This design comes from an exercise in tuning for small area, a short achievable clock period and few clock cycles on the open sky130 flow, not from production work.
No driver is modelled on the clock port, so clocking that relies on it looks cheaper here than on a real chip.

==> job 2664 <==
==> flow/design.v <==
`timescale 1ns/1ps
module sha256_padder (
	input  logic         clock,
	input  logic         regin_reset,
	input  logic         go,
	input  logic [5:0]   msg_len,
	input  logic [7:0]   mem_data,
	output logic [6:0]   mem_req,
	output logic [511:0] block,
	output logic         pad_rdy
);
	logic       en;      
	logic [5:0] addr;    
	logic       vld;     
	logic       clr;     
	logic [5:0] len;     
	logic       busy;
	logic       accept;
	logic       done;
	logic [7:0] msg [0:54];   
	logic       mark55;       
	assign busy   = en | vld | clr;
	assign accept = go & ~busy;
	assign done   = (clr | vld) & ~en;
	assign mem_req = {en, addr};
	always_ff @(posedge clock) begin
		if (regin_reset) begin
			en      <= 1'b0;
			addr    <= 6'd0;
			vld     <= 1'b0;
			clr     <= 1'b0;
			pad_rdy <= 1'b0;
		end else begin
			vld     <= en;
			clr     <= accept;
			pad_rdy <= done | (pad_rdy & ~accept);
			if (accept) begin
				en   <= (msg_len != 6'd0);
				addr <= msg_len - 6'd1;
			end else if (en) begin
				en   <= (addr != 6'd0);
				addr <= addr - 6'd1;
			end
		end
	end
	always_ff @(posedge clock) begin
		if (accept) begin
			len <= msg_len;
		end
	end
	logic sh;   
	logic hd;   
	assign sh = vld & ~clr;
	assign hd = ~vld & ~clr;
	always_ff @(posedge clock) begin
		msg[0] <= ({8{sh}} & mem_data) | ({8{clr}} & 8'h80) | ({8{hd}} & msg[0]);
		for (int i = 1; i < 55; i++) begin
			msg[i] <= ({8{sh}} & msg[i - 1]) | ({8{hd}} & msg[i]);
		end
		mark55 <= (sh & msg[54][7]) | (hd & mark55);
	end
	always_comb begin
		block = '0;
		for (int i = 0; i < 55; i++) begin
			block[511 - 8 * i -: 8] = msg[i];
		end
		block[71] = mark55;
		block[8:3] = len;
	end
endmodule
==> flow/flow/run.sh <==
#!/bin/bash
# Standard layout, with buf_1 as the port buffer cell.


export BUFFER_PORTS_ARGS="-buffer_cell sky130_fd_sc_hd__buf_1"
bash standard.sh > standard.log 2>&1
==> flow/standard.sh <==
#!/bin/bash
# synth_recipe.tcl (not shown) runs the flow's synth.tcl, then flattens the netlist and writes it again
# the make line also repeats each setting of config.mk as NAME=value (left out here)
make -C /OpenROAD-flow-scripts/flow DESIGN_CONFIG=/design/flow/config.mk WORK_HOME=/design/flow/orfs CLKGATE_MAP_FILE= SYNTH_SCRIPT=/design/flow/synth_recipe.tcl "${@:-finish}"
==> flow/config.mk <==
export PLATFORM = sky130hd
export DESIGN_NAME = sha256_padder
export DESIGN_NICKNAME = sha256_padder
export VERILOG_FILES = /design/flow/design.v
export SDC_FILE = /design/flow/constraint.sdc
export NUM_CORES = 4
export LEC_CHECK = 0
export ABC_AREA = 1
export CAP_MARGIN = 20
export CORE_MARGIN = 2
export CORE_UTILIZATION = 60
export CTS_CLUSTER_DIAMETER = 80
export CTS_CLUSTER_SIZE = 30
export SLEW_MARGIN = 20
==> flow/constraint.sdc <==
create_clock -name core_clock -period 4.0 [get_ports {clock}]
set_input_delay 0.8000 -clock core_clock [delete_from_list [all_inputs] [get_ports {clock}]]
set_output_delay 0.8000 -clock core_clock [all_outputs]
set_load 0.01 [all_outputs]
==> inputs of job 8037, as changes to job 2664 <==
==> flow/design.v (replaced) <==
`timescale 1ns/1ps
module sha256_padder (
	input  logic         clock,
	input  logic         regin_reset,
	input  logic         go,
	input  logic [5:0]   msg_len,
	input  logic [7:0]   mem_data,
	output logic [6:0]   mem_req,
	output logic [511:0] block,
	output logic         pad_rdy
);
	logic       en;      
	logic [5:0] addr;    
	logic       vld;     
	logic       clr;     
	logic       hd;      
	logic [5:0] len;     
	logic       accept;
	logic [7:0] msg [0:54];   
	logic       mark55;       
	assign accept  = go & hd;
	assign mem_req = {en, addr};
	always_ff @(posedge clock) begin
		if (regin_reset) begin
			en      <= 1'b0;
			vld     <= 1'b0;
			clr     <= 1'b0;
			hd      <= 1'b1;
			pad_rdy <= 1'b0;
		end else begin
			en      <= hd ? (go & (msg_len != 6'd0)) : (en & (addr != 6'd0));
			vld     <= en;
			clr     <= accept;
			hd      <= ~en & ~accept;
			pad_rdy <= ((clr | vld) & ~en) | (pad_rdy & ~go);
		end
	end
	always_ff @(posedge clock) begin
		addr <= hd ? msg_len - 6'd1 : addr - 6'd1;
	end
	always_ff @(posedge clock) begin
		if (accept) begin
			len <= msg_len;
		end
	end
	always_ff @(posedge clock) begin
		msg[0] <= ({8{vld}} & mem_data) | ({8{clr}} & 8'h80) | ({8{hd}} & msg[0]);
		for (int i = 1; i < 55; i++) begin
			msg[i] <= ({8{vld}} & msg[i - 1]) | ({8{hd}} & msg[i]);
		end
		mark55 <= (vld & msg[54][7]) | (hd & mark55);
	end
	always_comb begin
		block = '0;
		for (int i = 0; i < 55; i++) begin
			block[511 - 8 * i -: 8] = msg[i];
		end
		block[71] = mark55;
		block[8:3] = len;
	end
endmodule
==> flow/flow/run.sh (replaced) <==
#!/bin/bash
# Standard layout with buf_1 as the port buffer cell and the CTS root buffer
# removed (see post_cts.tcl). Each tool's output goes to standard.log.
export BUFFER_PORTS_ARGS="-buffer_cell sky130_fd_sc_hd__buf_1"
export POST_CTS_TCL=$PWD/flow/post_cts.tcl
bash standard.sh > standard.log 2>&1
==> flow/flow/post_cts.tcl (new file) <==
set block [ord::get_db_block]
set root [$block findInst clkbuf_0_clock]
if { $root != "NULL" } {
  set in_net [[$root findITerm A] getNet]
  set out_net [[$root findITerm X] getNet]
  set sinks {}
  foreach it [$out_net getITerms] {
    if { [$it getInst] != $root } { lappend sinks $it }
  }
  puts "post_cts: root buffer drives [llength $sinks] pins"
  if { [llength $sinks] <= 4 } {
    foreach it $sinks {
      $it disconnect
      $it connect $in_net
    }
    [$root findITerm A] disconnect
    [$root findITerm X] disconnect
    odb::dbInst_destroy $root
    odb::dbNet_destroy $out_net
    puts "post_cts: removed root buffer"
  }
}
estimate_parasitics -placement
repair_timing_helper
detailed_placement
check_placement -verbose
report_clock_min_period
Settings changed: ABC_AREA 1 to default, SETUP_SLACK_MARGIN from default to 2.2.
==> comparison <==
Job 2664 produced a clean layout. Job 8037 stopped in clock tree synthesis.
Against job 2664, the synthesized area of job 8037 is smaller by 6.1%.
Against job 8037, the synthesized cell count of job 2664 is larger by 46%.
Function was not checked in any run of this note: the RTL went through the layout flow alone.

==> port drivers added, routing unchanged <==
The flow's constraints put no driver on any port. The routed layout listed below was extracted and timed again, unchanged, in two steps. Step 1 (the two cells are an assumption about what drives the block):
set clk [get_ports {clock}]
set_driving_cell -lib_cell sky130_fd_sc_hd__clkbuf_16 $clk
set_driving_cell -lib_cell sky130_fd_sc_hd__buf_2 [delete_from_list [all_inputs] $clk]
Step 2 adds t to the input delays and takes it off the output delays; t is the mean of the earliest and latest rising clock arrival at the registers after step 1. Input paths then give back, and output paths get back, about the clock's delay inside the block. a / b / c = no drivers / after step 1 / after step 2; a / b = the first two.
run: job 2664
shift t [ns]: 0.575
slack for setup (ns): 1.771 / 1.771 / 1.554
worst setup path at the end: input to register
clock arrival spread, ns: 0.021 / 0.021
slew at the worst register clock pin (ns): 0.11 / 0.11
After both steps job 2664 still meets setup and hold. For job 2664, drivers alone change the setup slack by 0.000 ns; drivers and shift together by -0.217 ns.
